What follows belongs to an exercise in optimizing a design on an open flow for small area; a production flow would make more cautious choices. In this exercise RTL edits were held to simulation tests only and were not proved equivalent to the original. Power and IR drop assume default switching activity.

## trial 53
==> module id_hold_reg, before the edit <==
module id_hold_reg #(
    parameter int W = 32
) (
    input  logic         clk,
    input  logic         hold,
    input  logic         load,
    input  logic [W-1:0] d,
    output logic [W-1:0] q
);
    always_ff @(posedge clk) begin
        q <= (q & {W{hold}}) | (d & {W{load}});
    end
endmodule
==> module id_rd_bit, before the edit <==
module id_rd_bit (
    input  logic [32:0] s,
    input  logic [32:0] d,
    output logic        y
);
    logic [10:0] g_n;
    for (genvar k = 0; k < 11; k = k + 1) begin : g_grp
        id_aoi3 u_aoi (.s(s[3*k+2:3*k]), .d(d[3*k+2:3*k]), .y_n(g_n[k]));
    end
    assign y = !(&g_n);
endmodule
==> module id_reg_file, before the edit <==
module id_reg_file (
    input  logic                 clk,
    input  logic                 reset,
    input  logic [4:0]           rs1,
    input  logic [4:0]           rs2,
    input  id_ctrl_pkg::wb_req_t wb,
    input  logic                 load,      
    input  logic                 hold,      
    input  logic [31:0]          q1,        
    input  logic [31:0]          q2,        
    output logic [31:0]          n1,        
    output logic [31:0]          n2         
);
    logic [31:1][31:0] rf;
    logic [31:1]       wdec;    
    logic [31:1]       wsel;    
    logic [31:1]       hsel;    
    logic [32:0]       sel1;    
    logic [32:0]       sel2;
    always_comb begin
        for (integer i = 1; i < 32; i = i + 1) begin
            wdec[i]    = wb.we && (wb.rd == i[4:0]);
            wsel[i]    = reset && wdec[i];
            hsel[i]    = reset && !wdec[i];
            sel1[i-1]  = load && (rs1 == i[4:0]) && !wdec[i];
            sel2[i-1]  = load && (rs2 == i[4:0]) && !wdec[i];
        end
        sel1[31] = load && wb.we && (wb.rd == rs1) && (rs1 != 5'd0);
        sel2[31] = load && wb.we && (wb.rd == rs2) && (rs2 != 5'd0);
        sel1[32] = hold;
        sel2[32] = hold;
    end
    for (genvar i = 1; i < 32; i = i + 1) begin : g_reg
        id_hold_reg #(.W(32)) u_x (
            .clk  (clk),
            .hold (hsel[i]),
            .load (wsel[i]),
            .d    (wb.data),
            .q    (rf[i])
        );
    end
    for (genvar b = 0; b < 32; b = b + 1) begin : g_rd
        logic [32:0] d1, d2;
        always_comb begin
            for (integer i = 1; i < 32; i = i + 1) begin
                d1[i-1] = rf[i][b];
            end
            d1[31] = wb.data[b];
            d1[32] = q1[b];
            d2 = {q2[b], d1[31:0]};
        end
        id_rd_bit u_p1 (.s(sel1), .d(d1), .y(n1[b]));
        id_rd_bit u_p2 (.s(sel2), .d(d2), .y(n2[b]));
    end
endmodule
==> module id_ex_reg, before the edit <==
module id_ex_reg (
    input  logic                  clk,
    input  logic                  load,      
    input  logic                  hold,      
    input  logic [3:0]            cls,       
    input  logic [31:7]           ibits,     
    input  logic [31:0]           pc,
    input  logic [31:0]           n1,        
    input  logic [31:0]           n2,        
    output logic [31:0]           q1,
    output logic [31:0]           q2,
    output id_ctrl_pkg::id_ex_t   id_ex
);
    logic        v_q;
    logic [3:0]  cls_q;
    logic [31:7] ib_q;
    logic [31:0] pc_q;
    id_hold_reg #(.W(1))  u_v   (.clk(clk), .hold(hold), .load(load), .d(1'b1),  .q(v_q));
    id_hold_reg #(.W(4))  u_cls (.clk(clk), .hold(hold), .load(load), .d(cls),   .q(cls_q));
    id_hold_reg #(.W(25)) u_ib  (.clk(clk), .hold(hold), .load(load), .d(ibits), .q(ib_q));
    id_hold_reg #(.W(32)) u_pc  (.clk(clk), .hold(hold), .load(load), .d(pc),    .q(pc_q));
    always_ff @(posedge clk) begin
        q1 <= n1;
        q2 <= n2;
    end
    id_ctrl_pkg::id_ctrl_t ctrl_q;
    logic [31:0]           imm_q;
    id_control u_control (
        .cls    (cls_q),
        .funct3 (ib_q[14:12]),
        .bit30  (ib_q[30]),
        .ctrl   (ctrl_q)
    );
    id_imm_gen u_imm_gen (
        .cls (cls_q),
        .i   (ib_q),
        .imm (imm_q)
    );
    always_comb begin
        id_ex.valid    = v_q;
        id_ex.ctrl     = ctrl_q;
        id_ex.pc       = pc_q;
        id_ex.rs1_data = q1;
        id_ex.rs2_data = q2;
        id_ex.imm      = imm_q;
        id_ex.rd       = ib_q[11:7];
    end
endmodule
==> flow/config.mk <==
export PLATFORM = sky130hd
export DESIGN_NAME = id_stage
export DESIGN_NICKNAME = id_stage
export VERILOG_FILES = /design/flow/design.v
export SDC_FILE = /design/flow/constraint.sdc
export NUM_CORES = 4
export LEC_CHECK = 0
export CAP_MARGIN = 20
export CORE_MARGIN = 2
export CORE_UTILIZATION = 55
export PLACE_DENSITY = 0.7
export SLEW_MARGIN = 20
export SYNTH_HIERARCHICAL = 1
==> flow/constraint.sdc <==
create_clock -name core_clock -period 3.5 [get_ports {clk}]
set_input_delay 0.7000 -clock core_clock [delete_from_list [all_inputs] [get_ports {clk}]]
set_output_delay 0.7000 -clock core_clock [all_outputs]
set_load 0.01 [all_outputs]
standard.sh (not shown) runs the stock make flow with config.mk's settings and CLKGATE_MAP_FILE= SYNTH_SCRIPT=/design/flow/synth_recipe.tcl, a recipe that flattens the netlist after the stock synthesis.
==> flow/flow/run.sh <==
#!/bin/bash
set -euo pipefail
export BUFFER_PORTS_ARGS="-buffer_cell sky130_fd_sc_hd__buf_1"
export CTS_ARGS="-sink_clustering_enable -repair_clock_nets -dont_use_dummy_load -sink_clustering_size 24 -sink_clustering_max_diameter 80 -buf_list sky130_fd_sc_hd__clkbuf_16"
bash standard.sh "BUFFER_PORTS_ARGS=$BUFFER_PORTS_ARGS" "CTS_ARGS=$CTS_ARGS" finish > flow_make.log 2>&1
Setup changes, trial 53 to build 77
-- flow/design.v --
<<< trial 53, line 284
    input  logic         load,
    input  logic [W-1:0] d,
    output logic [W-1:0] q
);
    always_ff @(posedge clk) begin
        q <= (q & {W{hold}}) | (d & {W{load}});
    end
endmodule
>>> build 77, line 284
    input  logic         load,
    input  logic [W-1:0] d,
    output logic [W-1:0] n,
    output logic [W-1:0] q
);
    assign n = (q & {W{hold}}) | (d & {W{load}});
    always_ff @(posedge clk) begin
        q <= n;
    end
endmodule
<<< trial 53, line 297
    assign y_n = !(|(s & d));
endmodule
module id_rd_bit (
    input  logic [32:0] s,
    input  logic [32:0] d,
    output logic        y
);
    logic [10:0] g_n;
    for (genvar k = 0; k < 11; k = k + 1) begin : g_grp
        id_aoi3 u_aoi (.s(s[3*k+2:3*k]), .d(d[3*k+2:3*k]), .y_n(g_n[k]));
    end
    assign y = !(&g_n);
endmodule
>>> build 77, line 299
    assign y_n = !(|(s & d));
endmodule
module id_aoi2 (
    input  logic [1:0] s,
    input  logic [1:0] d,
    output logic       y_n
);
    assign y_n = !(|(s & d));
endmodule
module id_rd_bit (
    input  logic [31:0] s,
    input  logic [31:0] d,
    output logic        y
);
    logic [10:0] g_n;
    for (genvar k = 0; k < 10; k = k + 1) begin : g_grp
        id_aoi3 u_aoi (.s(s[3*k+2:3*k]), .d(d[3*k+2:3*k]), .y_n(g_n[k]));
    end
    id_aoi2 u_aoi2 (.s(s[31:30]), .d(d[31:30]), .y_n(g_n[10]));
    assign y = !(&g_n);
endmodule
<<< trial 53, line 321
    output logic [31:0]          n2         
);
    logic [31:1][31:0] rf;
    logic [31:1]       wdec;    
    logic [31:1]       wsel;    
    logic [31:1]       hsel;    
    logic [32:0]       sel1;    
    logic [32:0]       sel2;
    always_comb begin
        for (integer i = 1; i < 32; i = i + 1) begin
>>> build 77, line 331
    output logic [31:0]          n2         
);
    logic [31:1][31:0] rf;      
    logic [31:1][31:0] rn;      
    logic [31:1]       wdec;    
    logic [31:1]       wsel;    
    logic [31:1]       hsel;    
    logic [31:0]       sel1;    
    logic [31:0]       sel2;
    always_comb begin
        for (integer i = 1; i < 32; i = i + 1) begin
<<< trial 53, line 332
            wsel[i]    = reset && wdec[i];
            hsel[i]    = reset && !wdec[i];
            sel1[i-1]  = load && (rs1 == i[4:0]) && !wdec[i];
            sel2[i-1]  = load && (rs2 == i[4:0]) && !wdec[i];
        end
        sel1[31] = load && wb.we && (wb.rd == rs1) && (rs1 != 5'd0);
        sel2[31] = load && wb.we && (wb.rd == rs2) && (rs2 != 5'd0);
        sel1[32] = hold;
        sel2[32] = hold;
    end
    for (genvar i = 1; i < 32; i = i + 1) begin : g_reg
>>> build 77, line 343
            wsel[i]    = reset && wdec[i];
            hsel[i]    = reset && !wdec[i];
            sel1[i-1]  = load && (rs1 == i[4:0]);
            sel2[i-1]  = load && (rs2 == i[4:0]);
        end
        sel1[31] = hold;
        sel2[31] = hold;
    end
    for (genvar i = 1; i < 32; i = i + 1) begin : g_reg
<<< trial 53, line 346
            .load (wsel[i]),
            .d    (wb.data),
            .q    (rf[i])
        );
    end
    for (genvar b = 0; b < 32; b = b + 1) begin : g_rd
        logic [32:0] d1, d2;
        always_comb begin
            for (integer i = 1; i < 32; i = i + 1) begin
                d1[i-1] = rf[i][b];
            end
            d1[31] = wb.data[b];
            d1[32] = q1[b];
            d2 = {q2[b], d1[31:0]};
        end
        id_rd_bit u_p1 (.s(sel1), .d(d1), .y(n1[b]));
>>> build 77, line 355
            .load (wsel[i]),
            .d    (wb.data),
            .n    (rn[i]),
            .q    (rf[i])
        );
    end
    for (genvar b = 0; b < 32; b = b + 1) begin : g_rd
        logic [31:0] d1, d2;
        always_comb begin
            for (integer i = 1; i < 32; i = i + 1) begin
                d1[i-1] = rn[i][b];
            end
            d1[31] = q1[b];
            d2 = {q2[b], d1[30:0]};
        end
        id_rd_bit u_p1 (.s(sel1), .d(d1), .y(n1[b]));
<<< trial 53, line 384
    logic [31:7] ib_q;
    logic [31:0] pc_q;
    id_hold_reg #(.W(1))  u_v   (.clk(clk), .hold(hold), .load(load), .d(1'b1),  .q(v_q));
    id_hold_reg #(.W(4))  u_cls (.clk(clk), .hold(hold), .load(load), .d(cls),   .q(cls_q));
    id_hold_reg #(.W(25)) u_ib  (.clk(clk), .hold(hold), .load(load), .d(ibits), .q(ib_q));
    id_hold_reg #(.W(32)) u_pc  (.clk(clk), .hold(hold), .load(load), .d(pc),    .q(pc_q));
    always_ff @(posedge clk) begin
        q1 <= n1;
>>> build 77, line 393
    logic [31:7] ib_q;
    logic [31:0] pc_q;
    id_hold_reg #(.W(1))  u_v   (.clk(clk), .hold(hold), .load(load), .d(1'b1),  .n(), .q(v_q));
    id_hold_reg #(.W(4))  u_cls (.clk(clk), .hold(hold), .load(load), .d(cls),   .n(), .q(cls_q));
    id_hold_reg #(.W(25)) u_ib  (.clk(clk), .hold(hold), .load(load), .d(ibits), .n(), .q(ib_q));
    id_hold_reg #(.W(32)) u_pc  (.clk(clk), .hold(hold), .load(load), .d(pc),    .n(), .q(pc_q));
    always_ff @(posedge clk) begin
        q1 <= n1;
==> run notes <==
- Build 77 against trial 53; ratio of routed vias to standard cells is up slightly.
- On total power, build 77 and trial 53 are basically level.
- Build 77 -> trial 53: count of H-tree levels built during CTS delta 0, exact match
- The proportion of power drawn by flip-flops and latches in build 77 sits 0.4 points below the value recorded for trial 53.
- The total power per unit cell area number comes out lower for trial 53 vs build 77.
- Build 77 vs. trial 53: fraction of met1 tracks used by global routing went down by 2.0 points.
- Build 77: maximum resistive drop on vdd higher than trial 53
- Power attributed to sequential cells: build 77 vs trial 53 — no meaningful difference
- Looking at setup slack, build 77 sits 62 ps below trial 53.
- Looking at count of cell types in the netlist, build 77 sits 4 above trial 53.
- Summary: with trial 53 as the reference, total wire length after detailed routing in build 77 moved up slightly.
- Compared with trial 53, global-route wire length before repair in build 77 decreased slightly.
- id_ex[30] as the critical path capture point was reported by trial 53, and id_ex[23] by build 77.
- Compared with trial 53, in build 77 final area lower; period utilization higher.

[re-timing with driven ports]
The flow's constraints put no driver on any port. The routed layouts listed below were extracted and timed again, unchanged, in two steps.
Step 1 assumes that a clkbuf_16 drives the clock port and a buf_2 every other input.
Step 2 moves the port delays by t, midway between the first and last clock arrival at a register: inputs arrive t later, outputs are due t later. That takes back most of the time a late clock gives input paths.
a / b / c = ideal / step 1 / step 2; a / b = the first two.
run	shift t [ns]	setup slack, ns	hold slack, ns	worst register clock-pin slew, ns	worst data-port slew with drivers (ns)
trial 53	0.732	0.244 / 0.173 / -0.312	0.235 / 0.186 / 0.487	0.10 / 0.10	0.07
build 77	0.730	0.183 / 0.113 / -0.455	0.231 / 0.195 / 0.484	0.10 / 0.10	0.09
With both steps, setup timing fails in trial 53 and build 77, where it was met with ideal ports. For build 77, which loses most, drivers alone change the setup slack by -0.070 ns; drivers and shift together by -0.638 ns.
